Context: an optimization exercise on an open-source flow, tuned for small area and a short achievable clock period. The choices shown serve that exercise and are no tape-out recipe.
Only simulation tests tie the RTL to the original design; equivalence was not proved.
Power and IR drop assume default switching activity.

==> inputs of job 9085 <==
## stable_sorted_priority_queue
module stable_sorted_priority_queue #(
    parameter int QUEUE_DEPTH = 32,
    parameter int KEY_BITS    = 16,
    localparam int CW         = $clog2(QUEUE_DEPTH + 1)
) (
    input  logic                          i_clk,
    input  logic                          i_rst_n,
    input  logic                          i_in_valid,
    output logic                          o_in_stall,
    input  logic [1:0]                    i_action,
    input  logic [sspq_pkg::TAG_BITS-1:0] i_entry_tag,
    input  logic [KEY_BITS-1:0]           i_base_key,
    input  logic [KEY_BITS-1:0]           i_key_increment,
    output logic                          o_out_valid,
    input  logic                          i_out_stall,
    output logic [sspq_pkg::TAG_BITS-1:0] o_out_tag,
    output logic [KEY_BITS-1:0]           o_out_key,
    output logic [1:0]                    o_status,
    output logic [CW-1:0]                 o_occupancy
);
==> flow/config.mk <==
export PLATFORM = sky130hd
export DESIGN_NAME = stable_sorted_priority_queue
export DESIGN_NICKNAME = stable_sorted_priority_queue
export VERILOG_FILES = /design/flow/design.v
export SDC_FILE = /design/flow/constraint.sdc
export NUM_CORES = 4
export LEC_CHECK = 0
export CAP_MARGIN = 20
export CORE_MARGIN = 2
export CORE_UTILIZATION = 50
export CTS_CLUSTER_DIAMETER = 100
export CTS_CLUSTER_SIZE = 20
export PLACE_DENSITY = 0.6
export SETUP_SLACK_MARGIN = 2.5
export SLEW_MARGIN = 20
export SYNTH_HIERARCHICAL = 1
export SYNTH_MINIMUM_KEEP_SIZE = 0
export TNS_END_PERCENT = 5
==> flow/constraint.sdc <==
create_clock -name core_clock -period 5.5 [get_ports {i_clk}]
set_input_delay 1.1000 -clock core_clock [delete_from_list [all_inputs] [get_ports {i_clk}]]
set_output_delay 1.1000 -clock core_clock [all_outputs]
set_load 0.01 [all_outputs]
standard.sh (not shown) runs the stock make flow with config.mk's settings and CLKGATE_MAP_FILE= SYNTH_SCRIPT=/design/flow/synth_recipe.tcl, a recipe that flattens the netlist after the stock synthesis.
==> flow/flow/run.sh <==
#!/bin/bash
# The standard layout, with two changes to how cells are sized:
# - the port buffers are plain buf_4 cells rather than the delay buffer
#   buffer_ports picks by default
# - timing repair may swap a cell for one of another footprint
# Everything else (synthesis, floorplan, power grid, CTS, routing) is the
# standard flow. make's full output is kept in flow_make.log.
set -euo pipefail
sed "s|CLKGATE_MAP_FILE= |CLKGATE_MAP_FILE= MATCH_CELL_FOOTPRINT=0 'BUFFER_PORTS_ARGS=-buffer_cell sky130_fd_sc_hd__buf_4' |" standard.sh > standard_sized.sh
grep -q "MATCH_CELL_FOOTPRINT=0" standard_sized.sh
bash standard_sized.sh > flow_make.log 2>&1
==> job 2101: changes against job 9085 <==
==> flow/design.v (replaced) <==
package sspq_pkg;
    localparam int TAG_BITS = 16;
    typedef enum logic [1:0] {
        ACT_PUSH = 2'd0,
        ACT_POP  = 2'd1,
        ACT_PEEK = 2'd2
    } t_action;
    typedef enum logic [1:0] {
        ST_OK    = 2'd0,
        ST_FULL  = 2'd1,
        ST_EMPTY = 2'd2
    } t_status;
    typedef struct packed {
        logic push;
        logic pop;
    } t_cell_cmd;
    typedef struct packed {
        logic occ;   
        logic gt;    
    } t_cell_flags;
endpackage
module sspq_cell #(
    parameter int W = 32
) (
    input  logic         i_clk,
    input  logic         i_sel_next,
    input  logic         i_sel_prev,
    input  logic         i_sel_new,
    input  logic [W-1:0] i_next,
    input  logic [W-1:0] i_prev,
    input  logic [W-1:0] i_new,
    output logic [W-1:0] o_q,
    output logic [W-1:0] o_d      
);
    logic [W-1:0] r_q;
    logic         sel_hold;
    assign sel_hold = !(i_sel_next || i_sel_prev || i_sel_new);
    assign o_d = ({W{i_sel_next}} & i_next) | ({W{i_sel_prev}} & i_prev)
               | ({W{i_sel_new}} & i_new) | ({W{sel_hold}} & r_q);
    always_ff @(posedge i_clk) begin
        r_q <= o_d;
    end
    assign o_q = r_q;
endmodule
module stable_sorted_priority_queue #(
    parameter int QUEUE_DEPTH = 32,
    parameter int KEY_BITS    = 16,
    localparam int CW         = $clog2(QUEUE_DEPTH + 1)
) (
    input  logic                          i_clk,
    input  logic                          i_rst_n,
    input  logic                          i_in_valid,
    output logic                          o_in_stall,
    input  logic [1:0]                    i_action,
    input  logic [sspq_pkg::TAG_BITS-1:0] i_entry_tag,
    input  logic [KEY_BITS-1:0]           i_base_key,
    input  logic [KEY_BITS-1:0]           i_key_increment,
    output logic                          o_out_valid,
    input  logic                          i_out_stall,
    output logic [sspq_pkg::TAG_BITS-1:0] o_out_tag,
    output logic [KEY_BITS-1:0]           o_out_key,
    output logic [1:0]                    o_status,
    output logic [CW-1:0]                 o_occupancy
);
    localparam int TB = sspq_pkg::TAG_BITS;
    localparam int EW = KEY_BITS + TB;    
    localparam int N  = QUEUE_DEPTH;
    logic [N-1:0]         occ;
    logic [N-1:0][EW-1:0] ent;
    logic [N-1:0][EW-1:0] ent_d;
    logic                r1_push, r1_pop;
    logic [KEY_BITS-1:0] r1_key;
    logic [TB-1:0]       r1_tag;
    logic                r2_push, r2_pop;
    logic [KEY_BITS-1:0] r2_key;
    logic [TB-1:0]       r2_tag;
    logic [N:0]          r2_g;      
    logic                r2_x;      
    logic                r3_push, r3_pop;
    logic [N-1:0]        r3_gt;
    logic                apply, accept, is_push, is_pop, is_peek, full, empty, show;
    logic [KEY_BITS-1:0] new_key;
    logic [N:0]          g1;        
    logic                x21;       
    logic [N-1:0]        gt2;       
    logic                front_x1;  
    logic [CW-1:0]       r_count;
    logic                r_out_valid;
    logic [1:0]          r_status;
    logic [EW-1:0]       r_out;
    function automatic logic key_gt(input logic [KEY_BITS-1:0] a, input logic [KEY_BITS-1:0] b);
        logic [KEY_BITS-1:0] g, l;
        g = a & ~b;
        l = ~a & b;
        for (int w = 1; w < KEY_BITS; w = w * 2) begin
            for (int i = 0; i + w < KEY_BITS; i = i + 2 * w) begin
                g[i] = g[i + w] | (~l[i + w] & g[i]);
                l[i] = l[i + w] | (~g[i + w] & l[i]);
            end
        end
        key_gt = g[0];
    endfunction
    function automatic logic [KEY_BITS-1:0] sat_add(input logic [KEY_BITS-1:0] a, input logic [KEY_BITS-1:0] b);
        logic [KEY_BITS-1:0] p, g, gg, pp, gn, pn, s;
        p  = a ^ b;
        g  = a & b;
        gg = g;
        pp = p;
        for (int w = 1; w < KEY_BITS; w = w * 2) begin
            gn = gg;
            pn = pp;
            for (int i = w; i < KEY_BITS; i++) begin
                gn[i] = gg[i] | (pp[i] & gg[i - w]);
                pn[i] = pp[i] & pp[i - w];
            end
            gg = gn;
            pp = pn;
        end
        s = p ^ {gg[KEY_BITS-2:0], 1'b0};
        sat_add = gg[KEY_BITS-1] ? {KEY_BITS{1'b1}} : s;
    endfunction
    assign o_in_stall = r_out_valid && i_out_stall;
    assign apply      = !o_in_stall;
    assign accept     = i_in_valid && apply;
    assign is_push = (i_action == 2'd0);
    assign is_pop  = (i_action == 2'd1);
    assign is_peek = (i_action == 2'd2);
    assign full    = (r_count == CW'(N));
    assign empty   = (r_count == '0);
    assign show    = accept && (is_pop || is_peek) && !empty;
    assign new_key = sat_add(i_base_key, i_key_increment);
    genvar gi;
    generate
        for (gi = 0; gi < N; gi++) begin : g_fix
            if (gi == 0) begin : g_head
                assign gt2[gi] = r3_pop ? r2_g[gi+1] : (r3_push && r3_gt[gi]) ? r2_x : r2_g[gi];
            end else begin : g_body
                assign gt2[gi] = r3_pop ? r2_g[gi+1]
                               : !r3_push ? r2_g[gi]
                               : r3_gt[gi-1] ? r2_g[gi-1]
                               : r3_gt[gi] ? r2_x : r2_g[gi];
            end
        end
    endgenerate
    assign g1[N] = 1'b1;
    assign x21   = key_gt(r2_key, r1_key);
    generate
        for (gi = 0; gi < N; gi++) begin : g_cmp
            assign g1[gi] = !occ[gi] || key_gt(ent[gi][EW-1:TB], r1_key);
        end
    endgenerate
    assign front_x1 = r2_pop ? g1[1] : (r2_push && gt2[0]) ? x21 : g1[0];
    always_ff @(posedge i_clk) begin
        if (!i_rst_n) begin
            r1_push <= 1'b0;
            r1_pop  <= 1'b0;
            r2_push <= 1'b0;
            r2_pop  <= 1'b0;
            r3_push <= 1'b0;
            r3_pop  <= 1'b0;
        end else if (apply) begin
            r1_push <= accept && is_push && !full;
            r1_pop  <= accept && is_pop && !empty;
            r2_push <= r1_push;
            r2_pop  <= r1_pop;
            r3_push <= r2_push;
            r3_pop  <= r2_pop;
        end
        if (apply) begin
            r1_key <= new_key;
            r1_tag <= i_entry_tag;
            r2_key <= r1_key;
            r2_tag <= r1_tag;
            r2_g   <= g1;
            r2_x   <= x21;
            r3_gt  <= gt2;
        end
    end
    generate
        for (gi = 0; gi < N; gi++) begin : g_slot
            logic          gt_prev, occ_prev, occ_next;
            logic [EW-1:0] ent_prev, ent_next;
            if (gi == 0) begin : g_head
                assign gt_prev  = 1'b0;
                assign occ_prev = 1'b1;
                assign ent_prev = '0;
            end else begin : g_body
                assign gt_prev  = gt2[gi-1];
                assign occ_prev = occ[gi-1];
                assign ent_prev = ent[gi-1];
            end
            if (gi == N - 1) begin : g_tail
                assign occ_next = 1'b0;
                assign ent_next = '0;
            end else begin : g_mid
                assign occ_next = occ[gi+1];
                assign ent_next = ent[gi+1];
            end
            always_ff @(posedge i_clk) begin
                if (!i_rst_n) begin
                    occ[gi] <= 1'b0;
                end else if (apply && r2_pop) begin
                    occ[gi] <= occ_next;
                end else if (apply && r2_push) begin
                    occ[gi] <= occ_prev;
                end
            end
            sspq_cell #(.W(EW)) u_cell (
                .i_clk      (i_clk),
                .i_sel_next (apply && r2_pop),
                .i_sel_prev (apply && r2_push && gt_prev),
                .i_sel_new  (apply && r2_push && gt2[gi] && !gt_prev),
                .i_next     (ent_next),
                .i_prev     (ent_prev),
                .i_new      ({r2_key, r2_tag}),
                .o_q        (ent[gi]),
                .o_d        (ent_d[gi])
            );
        end
    endgenerate
    always_ff @(posedge i_clk) begin
        if (!i_rst_n) begin
            r_count     <= '0;
            r_out_valid <= 1'b0;
        end else begin
            if (accept) begin
                r_out_valid <= 1'b1;
                if (is_push && !full)      r_count <= r_count + CW'(1);
                else if (is_pop && !empty) r_count <= r_count - CW'(1);
            end else if (!i_out_stall) begin
                r_out_valid <= 1'b0;
            end
        end
        if (accept) begin
            r_status <= (is_push && full) ? 2'd1 : ((is_pop || is_peek) && empty) ? 2'd2 : 2'd0;
        end
        if (apply) begin
            r_out <= !show ? '0 : (r1_push && front_x1) ? {r1_key, r1_tag}
                   : r1_pop ? ent_d[1] : ent_d[0];
        end
    end
    assign o_out_valid = r_out_valid;
    assign {o_out_key, o_out_tag} = r_out;
    assign o_status    = r_status;
    assign o_occupancy = r_count;
endmodule
==> flow/config.mk (replaced) <==
export PLATFORM = sky130hd
export DESIGN_NAME = stable_sorted_priority_queue
export DESIGN_NICKNAME = stable_sorted_priority_queue
export VERILOG_FILES = /design/flow/design.v
export SDC_FILE = /design/flow/constraint.sdc
export NUM_CORES = 4
export LEC_CHECK = 0
export CAP_MARGIN = 20
export CORE_MARGIN = 2
export CORE_UTILIZATION = 50
export PLACE_DENSITY = 0.6
export SETUP_SLACK_MARGIN = 2.5
export SLEW_MARGIN = 20
==> qor summary <==
metric	job 9085	job 2101
Run status	timing/DRC/antenna clean	timing/DRC/antenna clean
Shortest clock period the worst path allows after layout	3.114 ns	3.233 ns
Final Skew	0.02654 ns	0.02449 ns
Number of vias after detailed routing	55970	57165
Multi-input gates	4782	4939
Wire length on met3	16900 um	16230 um
Worst setup slack after layout	2.386 ns	2.267 ns
TritonCTS Buffers	70	141
Worst Hold Slack	0.4584 ns	0.4499 ns
Count of flip-flops with a built-in enable after synthesis	130	163
RR Endpoint	r2_gt[19]	r2_g[26]
Netlist area before placement	59930 um2	59520 um2
Number of global-route vias before repair	52591	53351
Power density of the placed cells	299.2 nW/um2	344.1 nW/um2
Total routing resource utilization after global routing	0.3166	0.3060
Fillers	10947	10478
Combinational Power	3470 uW	3350 uW
Tapcell count	1612	1536
Worst voltage drop across the vdd grid	0.0002386 V	0.0004005 V
Global routing usage on met1	0.4486	0.4382
Number of cells on the worst reg-to-reg path	12	10
Top Layer Used	met5	met4

## what the ideal ports hide
The results above use ideal ports. As a check the final layouts listed here were re-extracted and re-timed, cells and wires unchanged.
Step 1: set_driving_cell puts a clkbuf_16 on i_clk and a buf_2 on each other input, an assumption about the parent block.
Step 2, shift: input delay + t, output delay - t, t = (earliest + latest rising clock arrival at the registers) / 2. This alone moves slack from input paths to output paths.
Slacks: ideal / step 1 / step 2; pairs: ideal / step 1.
run | t (ns) | setup WS [ns] | pins driven straight from the clock port
job 9085 | 0.747 | 2.386 / 2.386 / 1.807 | 1
job 2101 | 0.818 | 2.267 / 2.267 / 1.726 | 1
After both steps setup and hold are still met in every run listed. For job 9085, which loses most, drivers alone change the setup slack by 0.000 ns; drivers and shift together by -0.579 ns.
